This is an optimization exercise on Yosys and OpenROAD, whose aim is small area, a short achievable clock period and few clock cycles per item, not a production implementation. Only simulation tests tie the RTL to the original design; equivalence was not proved. Power is estimated from default activity; no workload was simulated.

File: flow/run.sh
#!/bin/bash
# synth_recipe.tcl (not shown) runs the flow's synth.tcl, then flattens the netlist and writes it again
# the make line also repeats each setting of config.mk as NAME=value (left out here)
make -C /OpenROAD-flow-scripts/flow DESIGN_CONFIG=/design/flow/config.mk WORK_HOME=/design/flow/orfs CLKGATE_MAP_FILE= SYNTH_SCRIPT=/design/flow/synth_recipe.tcl finish
File: flow/config.mk
export PLATFORM = sky130hd
export DESIGN_NAME = scalar_kalman_filter
export DESIGN_NICKNAME = scalar_kalman_filter
export VERILOG_FILES = /design/flow/design.v
export SDC_FILE = /design/flow/constraint.sdc
export NUM_CORES = 4
export LEC_CHECK = 0
export CAP_MARGIN = 20
export CORE_MARGIN = 2
export CORE_UTILIZATION = 40
export SLEW_MARGIN = 20
File: flow/constraint.sdc
create_clock -name core_clock -period 11.0 [get_ports {clk}]
set_input_delay 2.2000 -clock core_clock [delete_from_list [all_inputs] [get_ports {clk}]]
set_output_delay 2.2000 -clock core_clock [all_outputs]
set_load 0.01 [all_outputs]
File: flow/design.v
module scalar_kalman_filter (
  input  logic                 clk,
  input  logic                 rst,
  input  logic                 cfg_we,
  input  logic [2:0]           cfg_index,
  input  logic [31:0]          cfg_data,
  input  logic                 obs_valid,
  output logic                 obs_ready,
  input  logic [31:0]          obs_observation,
  input  logic                 obs_restart,
  output logic                 res_valid,
  input  logic                 res_ready,
  output logic [31:0]          res_estimate,
  output logic [16:0]          res_gain,
  output logic [31:0]          res_error_variance
);
  localparam int DATA_W    = 32;
  localparam int GAIN_W    = 17;
  localparam int CFG_IDX_W = 3;
  localparam int GAIN_FRAC = 16;
  localparam int DIV_STEPS = GAIN_W;
  localparam int CNT_W     = $clog2(DIV_STEPS);
  localparam int PROD_W    = DATA_W + 1 + GAIN_W;
  localparam logic [GAIN_W-1:0] GAIN_ONE = GAIN_W'(1) << GAIN_FRAC;
  localparam logic [CFG_IDX_W-1:0] REG_OBS_VARIANCE   = CFG_IDX_W'(0);
  localparam logic [CFG_IDX_W-1:0] REG_PROC_VARIANCE  = CFG_IDX_W'(1);
  localparam logic [CFG_IDX_W-1:0] REG_INIT_ESTIMATE  = CFG_IDX_W'(2);
  localparam logic [CFG_IDX_W-1:0] REG_INIT_ERROR_VAR = CFG_IDX_W'(3);
  localparam logic [DATA_W-1:0] RST_OBS_VARIANCE   = 32'd65536;
  localparam logic [DATA_W-1:0] RST_PROC_VARIANCE  = 32'd655;
  localparam logic [DATA_W-1:0] RST_INIT_ESTIMATE  = 32'd0;
  localparam logic [DATA_W-1:0] RST_INIT_ERROR_VAR = 32'd65536;
  typedef enum logic [2:0] {
    ST_IDLE,
    ST_PRIOR,
    ST_SETUP,
    ST_DIV,
    ST_MUL_EST,
    ST_MUL_VAR,
    ST_FINISH
  } skf_state_t;
  logic [DATA_W-1:0] obs_variance;
  logic [DATA_W-1:0] proc_variance;
  logic [DATA_W-1:0] init_estimate;
  logic [DATA_W-1:0] init_error_var;
  logic [DATA_W-1:0] est_reg;
  logic [DATA_W-1:0] var_reg;
  skf_state_t        state;
  skf_state_t        state_next;
  logic [CNT_W-1:0]  cnt;
  logic [DATA_W-1:0] obs_r;
  logic [DATA_W-1:0] pm;
  logic [DATA_W:0]   diff;
  logic [DATA_W:0]   denom;
  logic [DATA_W:0]   mag;
  logic              neg;
  logic [DATA_W:0]   rem;
  logic [GAIN_W-1:0] nbits;
  logic [GAIN_W-1:0] quo;
  logic [GAIN_W-1:0] k;
  logic [PROD_W-1:0] prod;
  logic [DATA_W-1:0] est_new;
  logic              res_vld;
  logic [DATA_W-1:0] res_est;
  logic [GAIN_W-1:0] res_gain_r;
  logic [DATA_W-1:0] res_var;
  logic              accept;
  logic              res_free;
  logic              do_commit;
  logic [DATA_W:0]   pm_sum;
  logic [DATA_W+1:0] trial;
  logic              ge;
  logic [DATA_W+1:0] trial_sub;
  logic [DATA_W:0]   mul_a;
  logic [GAIN_W-1:0] mul_b;
  logic [DATA_W:0]   corr;
  logic [DATA_W+1:0] est_sum;
  assign accept    = obs_valid && obs_ready;
  assign res_free  = !res_vld || res_ready;
  assign pm_sum    = {1'b0, var_reg} + {1'b0, proc_variance};
  assign trial     = {rem, nbits[GAIN_W-1]};
  assign ge        = trial >= {1'b0, denom};
  assign trial_sub = trial - {1'b0, denom};
  assign corr    = prod[GAIN_FRAC +: DATA_W+1];
  assign est_sum = neg ? ({{2{est_reg[DATA_W-1]}}, est_reg} - {1'b0, corr})
                       : ({{2{est_reg[DATA_W-1]}}, est_reg} + {1'b0, corr});
  always_comb begin
    state_next = state;
    do_commit  = 1'b0;
    mul_a      = mag;
    mul_b      = k;
    obs_ready  = 1'b0;
    unique case (state)
      ST_IDLE: begin
        obs_ready = 1'b1;
        if (obs_valid) begin
          state_next = ST_PRIOR;
        end
      end
      ST_PRIOR:   state_next = ST_SETUP;
      ST_SETUP:   state_next = ST_DIV;
      ST_DIV: begin
        if (cnt == CNT_W'(DIV_STEPS - 1)) begin
          state_next = ST_MUL_EST;
        end
      end
      ST_MUL_EST: state_next = ST_MUL_VAR;
      ST_MUL_VAR: begin
        mul_a      = {1'b0, pm};
        mul_b      = GAIN_ONE - k;
        state_next = ST_FINISH;
      end
      ST_FINISH: begin
        if (res_free) begin
          do_commit  = 1'b1;
          state_next = ST_IDLE;
        end
      end
      default:    state_next = ST_IDLE;
    endcase
  end
  always_ff @(posedge clk) begin
    if (rst) begin
      state <= ST_IDLE;
    end else begin
      state <= state_next;
    end
  end
  always_ff @(posedge clk) begin
    if (rst) begin
      obs_variance   <= RST_OBS_VARIANCE;
      proc_variance  <= RST_PROC_VARIANCE;
      init_estimate  <= RST_INIT_ESTIMATE;
      init_error_var <= RST_INIT_ERROR_VAR;
    end else if (cfg_we) begin
      unique case (cfg_index)
        REG_OBS_VARIANCE:   obs_variance   <= cfg_data;
        REG_PROC_VARIANCE:  proc_variance  <= cfg_data;
        REG_INIT_ESTIMATE:  init_estimate  <= cfg_data;
        REG_INIT_ERROR_VAR: init_error_var <= cfg_data;
        default: ;
      endcase
    end
  end
  always_ff @(posedge clk) begin
    if (rst) begin
      est_reg <= RST_INIT_ESTIMATE;
      var_reg <= RST_INIT_ERROR_VAR;
    end else if (accept && obs_restart) begin
      est_reg <= init_estimate;
      var_reg <= init_error_var;
    end else if (do_commit) begin
      est_reg <= est_new;
      var_reg <= prod[GAIN_FRAC +: DATA_W];
    end
  end
  always_ff @(posedge clk) begin
    case (state)
      ST_IDLE: begin
        obs_r <= obs_observation;
      end
      ST_PRIOR: begin
        pm   <= pm_sum[DATA_W] ? '1 : pm_sum[DATA_W-1:0];
        diff <= {obs_r[DATA_W-1], obs_r} - {est_reg[DATA_W-1], est_reg};
      end
      ST_SETUP: begin
        denom <= {1'b0, pm} + {1'b0, obs_variance};
        neg   <= diff[DATA_W];
        mag   <= diff[DATA_W] ? (~diff + 1'b1) : diff;
        rem   <= {1'b0, pm} >> 1;
        nbits <= {pm[0], {(GAIN_W-1){1'b0}}};
        quo   <= '0;
        cnt   <= '0;
      end
      ST_DIV: begin
        rem   <= ge ? trial_sub[DATA_W:0] : trial[DATA_W:0];
        quo   <= {quo[GAIN_W-2:0], ge};
        nbits <= nbits << 1;
        cnt   <= cnt + 1'b1;
        if (cnt == CNT_W'(DIV_STEPS - 1)) begin
          k <= (denom == '0) ? '0 : {quo[GAIN_W-2:0], ge};
        end
      end
      ST_MUL_EST: begin
        prod <= mul_a * mul_b;
      end
      ST_MUL_VAR: begin
        est_new <= est_sum[DATA_W-1:0];
        prod    <= mul_a * mul_b;
      end
      default: ;
    endcase
  end
  always_ff @(posedge clk) begin
    if (rst) begin
      res_vld <= 1'b0;
    end else if (do_commit) begin
      res_vld <= 1'b1;
    end else if (res_ready) begin
      res_vld <= 1'b0;
    end
  end
  always_ff @(posedge clk) begin
    if (do_commit) begin
      res_est  <= est_new;
      res_gain_r <= k;
      res_var  <= prod[GAIN_FRAC +: DATA_W];
    end
  end
  assign res_valid          = res_vld;
  assign res_estimate       = res_est;
  assign res_gain           = res_gain_r;
  assign res_error_variance = res_var;
endmodule
==> impl_metrics.json <==
{
  "path_max_fanout": 54,
  "die-height_um": 348,
  "tightest_slew_ns": 1.16,
  "slew_headroom": 0.204,
  "drc_errors": 0,
  "drv_slew": 0,
  "synth-async-reset-ratio": 0,
  "grt_overflow": 0,
  "cp-start-kind": "flop",
  "hold_ws_ns": 0.454,
  "port-buffer-count": 155,
  "hold_path_class": "reg2reg",
  "p_comb_frac": 0.567,
  "power_frac_clock": 0.193,
  "dr.pass1.iters": 5,
  "switching_share": 0.439,
  "final_area_um2": 53000,
  "hp-start": "est_new[5]",
  "cp.arrival_ns": 9.56,
  "grt_usage": 0.251,
  "drive_above_1_share": 0.0436,
  "pwr-share-seq": 0.240,
  "status": "no timing/DRC/antenna violations",
  "r2r_setup_slack_ns": 1.82,
  "syn_nets": 5892,
  "hold_viol": 0,
  "rr_startpoint": "state[1]",
  "synth_flop_cell": "edfxtp_1",
  "dp_hpwl_um": 116000,
  "finalCriticalPeriod_ns": 9.18,
  "p_per_area_nw_per_um2": 223,
  "syn_area_per_cell_um2": 9.32,
  "vdd_ir_drop_max_mv": 0.292,
  "grt_pass1_wl_um": 228000,
  "yosys.cell_types.count": 78,
  "routed_wl_um": 151000,
  "cts_buffers": 69,
  "viasPerCell": 5.39,
  "synth_edf_count": 381,
  "syn_inst": 5077,
  "num_vias": 36500,
  "h-tree-depth": 3,
  "cts-resized-gates": 0,
  "worstPathRequired_ns": 11.39,
  "grt_max_degree": 123,
  "area_delta_synth_final_pct": 12.1,
  "cts_tree": "yes",
  "root_buffer": "clkbuf_16",
  "max_stage_delay_ns": 0.70,
  "end_kind": "flop",
  "skew_ns": 0.0465,
  "cts_setup_buffers": 0,
  "final_antenna_net_count": 0,
  "crit_top_cell": "fa_1",
  "die_w_um": 348,
  "core_um2": 118000,
  "setup_viol_count_final": 0,
  "grt_pass1_vias": 35900,
  "clockBufferDepth": 3,
  "fin_setup_tns_ns": 0,
  "synth.cell_area_um2": 47300,
  "yosys_warnings": 1,
  "fp-row-count": 126,
  "yosysSeqAreaShare": 0.325,
  "intPower_mw": 6.65,
  "cts_sinks": 577,
  "gp_congestion": 0.938,
  "insertion_delay_ns": 0.65,
  "critical-path-top-delay-family": "adder cells",
  "setup.worst_path.start": "state[1]",
  "crit_slowest_cell": "a2111oi_0",
  "crit_type": "reg2reg",
  "io_pins": 156,
  "period_share": 0.834,
  "ctsHoldBuffers": 0,
  "max_freq_mhz": 109,
  "antenna_found_initial": 8,
  "start_util": 0.402,
  "drt_iter0_markers": 3329,
  "clk_pin_slew_ns": 0.06,
  "die-area_um2": 121000,
  "nets": 5984,
  "rsz0062_at_grt": "false",
  "max-cap-violations": 0,
  "switching_power_mw": 5.19,
  "worst-path-buf-inv": 7,
  "place_area_um2": 50800,
  "wl_per_cell_um": 22.3,
  "p_leak_nw": 23.2,
  "ys_ff_latch": 577
}
final timing paths:
path | cells after the start | endpoint
max | 28 | prod[38]
min reg2reg | 0 | res_est[5]
min | 0 | res_est[5]
max reg2reg | 28 | prod[38]
layout make-up:
| type | instances | area [um^2] |
|---|---|---|
| clock inverter | 29 | 287 |
| fill | 11200 | 64700 |
| timing repair buffer | 214 | 2010 |
| clock buffer | 97 | 1980 |
| multi-input combinational | 3565 | 28700 |
| sequential | 577 | 15400 |
| inverter | 742 | 2790 |
| antenna | 5 | 12.5 |
| tap | 1536 | 1920 |
cell usage after synthesis (6+ instances only):
library cell  number  area, um^2
a21o_1            79         593
nand2_1          914        3430
o31ai_1           21         158
a21oi_1          291        1460
dfxtp_1          196        3920
o41ai_1            6        52.6
nand3_1           42         210
and4_1             8        70.1
nand4_1           26         163
a311o_1            6        60.1
a31oi_1           26         163
o211ai_1          17         128
xnor2_1          174        1520
and2_1            59         369
nand3b_1          13        97.6
xor2_1            64         561
a221oi_1           6        52.6
clkbuf_1         175         657
nor3b_1            7        52.6
o21ai_0          119         596
fa_1             466        9330
ha_1             276        3450
or4_1             15         113
nor2_1           330        1240
nor4_1            18         113
a211oi_1          82         616
or3_1             19         119
a21boi_0          18         135
buf_1             15        56.3
mux2i_1          112        1120
edfxtp_1         381       11400
or2_2             12        75.1
o21bai_1          18         135
nand2b_1          29         181
a211o_1           13         114
and3_1            60         375
inv_1            742        2790
nor2b_1           55         344
nor3_1            50         250
a221o_1            6        60.1
o21a_1            36         270
power by group through the flow:
stage	clock (mW)	combinational, mW	sequential, mW
3_3_place_gp	0	6.59	2.89
6_report	2.29	6.71	2.84
5_1_grt	2.41	7.52	2.85
4_1_cts	2.35	6.71	2.84
3_5_place_dp	0	6.60	2.89
2_1_floorplan	0	4.65	2.82
cell families after synthesis:
| family | share of synthesized area |
|---|---|
| XOR/XNOR | 0.0440 |
| buffers and inverters | 0.0742 |
| AND/OR/NAND/NOR | 0.156 |
| adder cells (fa/ha/maj) | 0.270 |
| flip-flops | 0.325 |
| multiplexers | 0.0242 |
| AO/OA/AOI/OAI | 0.107 |
metal layers:
metal,GRT usage,vias up,wire length [um],share of wire
met3,0.0465,247,11900,0.079
met5,0,-,53,0.00035
met1,0.349,18000,65400,0.43
met2,0.393,1324,67800,0.45
li1,-,16900,-,-
met4,0.0853,8,5590,0.037
cells in the final DEF (no fill, tap or decap), types with 154 or more instances in the layout:
cell type / netlist / layout
nor2_1: 330 / 328
xnor2_1: 174 / 167
clkdlybuf4s50_1: 0 / 154
inv_1: 742 / 741
nand2_1: 914 / 913
ha_1: 276 / 276
dfxtp_1: 196 / 196
fa_1: 466 / 466
a21oi_1: 291 / 291
edfxtp_1: 381 / 381
metrics by stage:
stage / setup slack (ns) / util / instances / power [mW]
2_1_floorplan: 0.552 / - / 5077 / 7.48
5_1_grt: 1.16 / 0.450 / 6760 / 12.8
6_report: 1.82 / 0.450 / 6765 / 11.8
3_3_place_gp: 1.73 / 0.431 / 6634 / 9.47
4_1_cts: 1.64 / 0.450 / 6760 / 11.9
3_5_place_dp: 1.67 / 0.431 / 6634 / 9.49
Testbench counts, summed over its fixed seeds: cycles 36,808, items 1,600.

## port drivers added, routing unchanged
How much do the figures lean on ideal ports? The routed layout below was timed once more, with nothing changed but the port constraints.
Step 1, drivers: a clkbuf_16 drives clk and a buf_2 each remaining input, both assumed.
Step 2, shift: input delay + t, output delay - t, t = (earliest + latest rising clock arrival at the registers) / 2. This alone moves slack from input paths to output paths.
Slacks: ideal ports / drivers / drivers and shift; pairs: ideal ports / drivers.
shift t [ns]: 0.703
slack for setup (ns): 1.822 / 1.822 / 1.822
worst setup path after step 2: register to register
latest minus earliest clock arrival (ns): 0.050 / 0.050
After both steps this run still meets setup and hold. For this run, drivers alone change the setup slack by 0.000 ns; drivers and shift together by 0.000 ns.
